From an optimization exercise on the open Yosys and OpenROAD flow, aimed at small area, a short achievable clock period and few clock cycles per item; shortcuts taken in it are not production practice.
RTL that was checked went through simulation tests only; none was proved equivalent to the original.
No activity file was given, so power comes from the tool's default toggle rates.

run 1:
Design cpu6502_load_store_core, start of the top module:
module cpu6502_load_store_core (
  input  wire           clk_i,
  input  wire           rst_ni,
  input  wire           in_valid_i,
  output logic          in_ready_o,
  input  wire  [1:0]    in_kind_i,
  input  wire  [7:0]    in_read_data_i,
  output logic          out_valid_o,
  input  wire           out_ready_i,
  output logic [15:0]   out_bus_address_o,
  output logic          out_bus_write_o,
  output logic [7:0]    out_write_data_o,
  output logic          out_at_boundary_o,
  output logic [3:0]    out_cycle_count_o,
  output logic          out_illegal_opcode_o,
  output logic [7:0]    out_reg_a_o,
  output logic [7:0]    out_reg_x_o,
  output logic [7:0]    out_reg_y_o,
  output logic [7:0]    out_reg_sp_o,
  output logic [7:0]    out_reg_status_o,
  output logic [15:0]   out_reg_pc_o
);
Size in the first run: about 960 cells after synthesis, about 120 flip-flops, about 100 I/O pins.
export LEC_CHECK = 0
export CAP_MARGIN = 5
export CORE_MARGIN = 2
export CORE_UTILIZATION = 40
export CTS_BUF_LIST = sky130_fd_sc_hd__clkbuf_8 sky130_fd_sc_hd__clkbuf_4
export CTS_CLUSTER_DIAMETER = 100
export CTS_CLUSTER_SIZE = 40
export PLACE_DENSITY = 0.6
export SETUP_SLACK_MARGIN = 2.5
export SLEW_MARGIN = 5
export TNS_END_PERCENT = 0
create_clock -name core_clock -period 5.0 [get_ports {clk_i}]
standard.sh (not shown) runs the stock make flow with config.mk's settings and CLKGATE_MAP_FILE= SYNTH_SCRIPT=/design/flow/synth_recipe.tcl, a recipe that flattens the netlist after the stock synthesis.
==> flow/flow/run.sh <==
#!/bin/bash
# The standard layout (the standard.sh, all steps), with the input and output port
# buffers made of plain buffers instead of the delay cells buffer_ports picks by default.
# Every tool's output goes to standard.log in this folder.
set -o pipefail
export BUFFER_PORTS_ARGS="-buffer_cell sky130_fd_sc_hd__buf_1"
bash standard.sh > standard.log 2>&1
Testbench counts of run 1, summed over its fixed seeds: cycles 32,008, beats 32,000.
[inputs] run 2 vs run 1
Settings: CAP_MARGIN now 20, was 5; SLEW_MARGIN now 20, was 5; CTS_BUF_LIST no longer set, was sky130_fd_sc_hd__clkbuf_8 sky130_fd_sc_hd__clkbuf_4; CTS_CLUSTER_SIZE no longer set, was 40; CTS_CLUSTER_DIAMETER no longer set, was 100.
==> comparison <==
- No run among run 2 and run 1 stopped early or left any final violation; all are clean.
- Summary: with run 1 as the reference, met2 wire length in run 2 moved down slightly.
- Summed area of non-filler cells in the final layout: run 2 > run 1
- After detailed routing, run 1 needs less wire than run 2.
- Run 2 ends up with lower transition at the pin with the smallest max-transition slack than run 1 does.
## Diff of input files: run 3 against run 2
Settings: swapping 40 for 50 in CORE_UTILIZATION; putting CTS_CLUSTER_SIZE at 40 where nothing was set; putting CTS_CLUSTER_DIAMETER at 100 where nothing was set; swapping 0.6 for 0.65 in PLACE_DENSITY; putting CTS_BUF_LIST at sky130_fd_sc_hd__clkbuf_8 sky130_fd_sc_hd__clkbuf_4 where nothing was set.
### Flow results
A worst setup path startpoint of in_kind_i[0] is what run 2 shows, while in_read_data_i[0] belongs to run 3. Run 2 → run 3: global-route met1 utilization climbed 8.4 points, die area down about 20%, worst setup slack rose 0.0097 ns, per-cell via count in the routed design +0.31, iteration count of the initial detailed-routing pass went down by 1. Worst setup path endpoint = al_q[3]$_DFFE_PN1P_: run 2; worst setup path endpoint = tmp_q[4]$_DFFE_PP_: run 3.
The following lists how run 4 was set up differently from run 3:
Settings: changing PLACE_DENSITY from 0.65 to 0.6; changing CORE_UTILIZATION from 50 to 40.
Results
Looking at run 3 and run 4, the H-tree depth is a wash. In run 4 the final critical path time including I/O delays and setup turned out 0.042 ns higher than in run 3. Going from run 3 to run 4, post-route core utilization decreased by 13 points relative to the old numbers; relative max-transition margin went up 2.1 points; number of buffer and inverter instances along the worst setup path shows a reduction of 2. In the flow results for run 3 and run 4, the power dissipated by switching net loads is larger on run 4. [run 4] worst setup slack fell 0.042 ns relative to run 3. Compared with run 3, run 4 shows a floorplan core area that is about 26% higher.

* * *

== v22 ==
Another version of the RTL of cpu6502_load_store_core (not shown whole).
For scale: roughly 1000 cells after synthesis, ~120 flip-flops, roughly 100 I/O pins, ~8700 um^2 of cells after synthesis.
Settings: LEC_CHECK=0, CAP_MARGIN=20, CORE_MARGIN=2, CORE_UTILIZATION=40, PLACE_DENSITY=0.6, SETUP_SLACK_MARGIN=2.5, SLEW_MARGIN=20; clock period 5.0 ns.
run.sh (not shown) runs the stock make flow with config.mk's settings and CLKGATE_MAP_FILE= SYNTH_SCRIPT=/design/flow/synth_recipe.tcl, a recipe that flattens the netlist after the stock synthesis.
Stock flow here: none of the scripts above is used.
v22: flow completed, timing, DRC and antenna clean
Edits applied to the flow inputs when going from v22 to v9:
Settings: CORE_UTILIZATION: 40 -> 55; PLACE_DENSITY: 0.6 -> 0.7; CTS_CLUSTER_DIAMETER: unset -> 100; CTS_BUF_LIST: unset -> sky130_fd_sc_hd__clkbuf_8 sky130_fd_sc_hd__clkbuf_4; TNS_END_PERCENT: unset -> 0; CTS_CLUSTER_SIZE: unset -> 40.
==> flow/flow/run.sh (new file) <==
#!/bin/bash
# The standard layout (the standard.sh, all steps), with the input and output port
# buffers made of plain buffers instead of the delay cells buffer_ports picks by default.
# Every tool's output goes to standard.log in this folder.
set -o pipefail
export BUFFER_PORTS_ARGS="-buffer_cell sky130_fd_sc_hd__buf_1"
bash standard.sh > standard.log 2>&1
==> flow/standard.sh (new file) <==
#!/bin/bash
# synth_recipe.tcl (not shown) runs the flow's synth.tcl, then flattens the netlist and writes it again
# the make line also repeats each setting of config.mk as NAME=value (left out here)
make -C /OpenROAD-flow-scripts/flow DESIGN_CONFIG=/design/flow/config.mk WORK_HOME=/design/flow/orfs CLKGATE_MAP_FILE= SYNTH_SCRIPT=/design/flow/synth_recipe.tcl "${@:-finish}"
removed: flow/run.sh
Results
The lower worst max-slew margin expressed relative to the limit came out of v9.
Against v22, area of the multi-input gates in v9 fell by a little under 10%.
Note that the layout net count recorded for v9 amounts to 0.927 times the value seen in v22.
Min fill cell instance count of the final layout across v9 and v22: v9
Relative to v9, the following input files were edited for v56:
Settings: clearing CTS_CLUSTER_DIAMETER, which used to be 100; clearing CTS_BUF_LIST, which used to be sky130_fd_sc_hd__clkbuf_8 sky130_fd_sc_hd__clkbuf_4; swapping 55 for 40 in CORE_UTILIZATION; clearing CTS_CLUSTER_SIZE, which used to be 40; swapping 0.7 for 0.6 in PLACE_DENSITY.
Results
- NOTE total power after layout v9->v56 increased by more than 10%
- Beginning of the critical path = in_read_data_i[0]: v56; beginning of the critical path = in_kind_i[1]: v9
- v9 → v56: global-route usage shrank by 9.0 points, setup slack shrank by 0.10 ns.
No functional check of the RTL was part of any run of this note.

afterwards: timing with drivers on the ports:
Ports are ideal in the flow. The routed layouts listed here were re-timed in OpenROAD.
Step 1: set_driving_cell puts a clkbuf_16 on clk_i and a buf_2 on each other input, an assumption about the parent block.
Step 2 moves the port delays by t, midway between the first and last clock arrival at a register: inputs arrive t later, outputs are due t later. That takes back most of the time a late clock gives input paths.
Three values: ideal ports, drivers, drivers and shift; two values: the first two.
| run | t (ns) | slack for setup (ns) | worst setup path after step 2 | worst slew at a driven data input, ns | cell pins on the clock port's net |
|---|---|---|---|---|---|
| run 1 | 0.501 | 2.369 / 2.389 / 1.888 | input to register | 0.03 | 1 |
| run 2 | 0.477 | 2.401 / 2.418 / 1.945 | input to register | 0.05 | 1 |
| run 3 | 0.506 | 2.411 / 2.413 / 1.907 | input to register | 0.04 | 1 |
| run 4 | 0.501 | 2.369 / 2.389 / 1.888 | input to register | 0.03 | 1 |
| v22 | 0.478 | 2.270 / 2.270 / 1.863 | input to register | 0.06 | 1 |
| v9 | 0.512 | 2.341 / 2.355 / 1.844 | input to register | 0.04 | 1 |
| v56 | 0.473 | 2.237 / 2.247 / 1.774 | input to register | 0.05 | 1 |
After both steps every run listed still meets setup and hold. The setup slack of run 3, which loses most, moves by +0.002 ns with the drivers and by -0.504 ns with both steps.
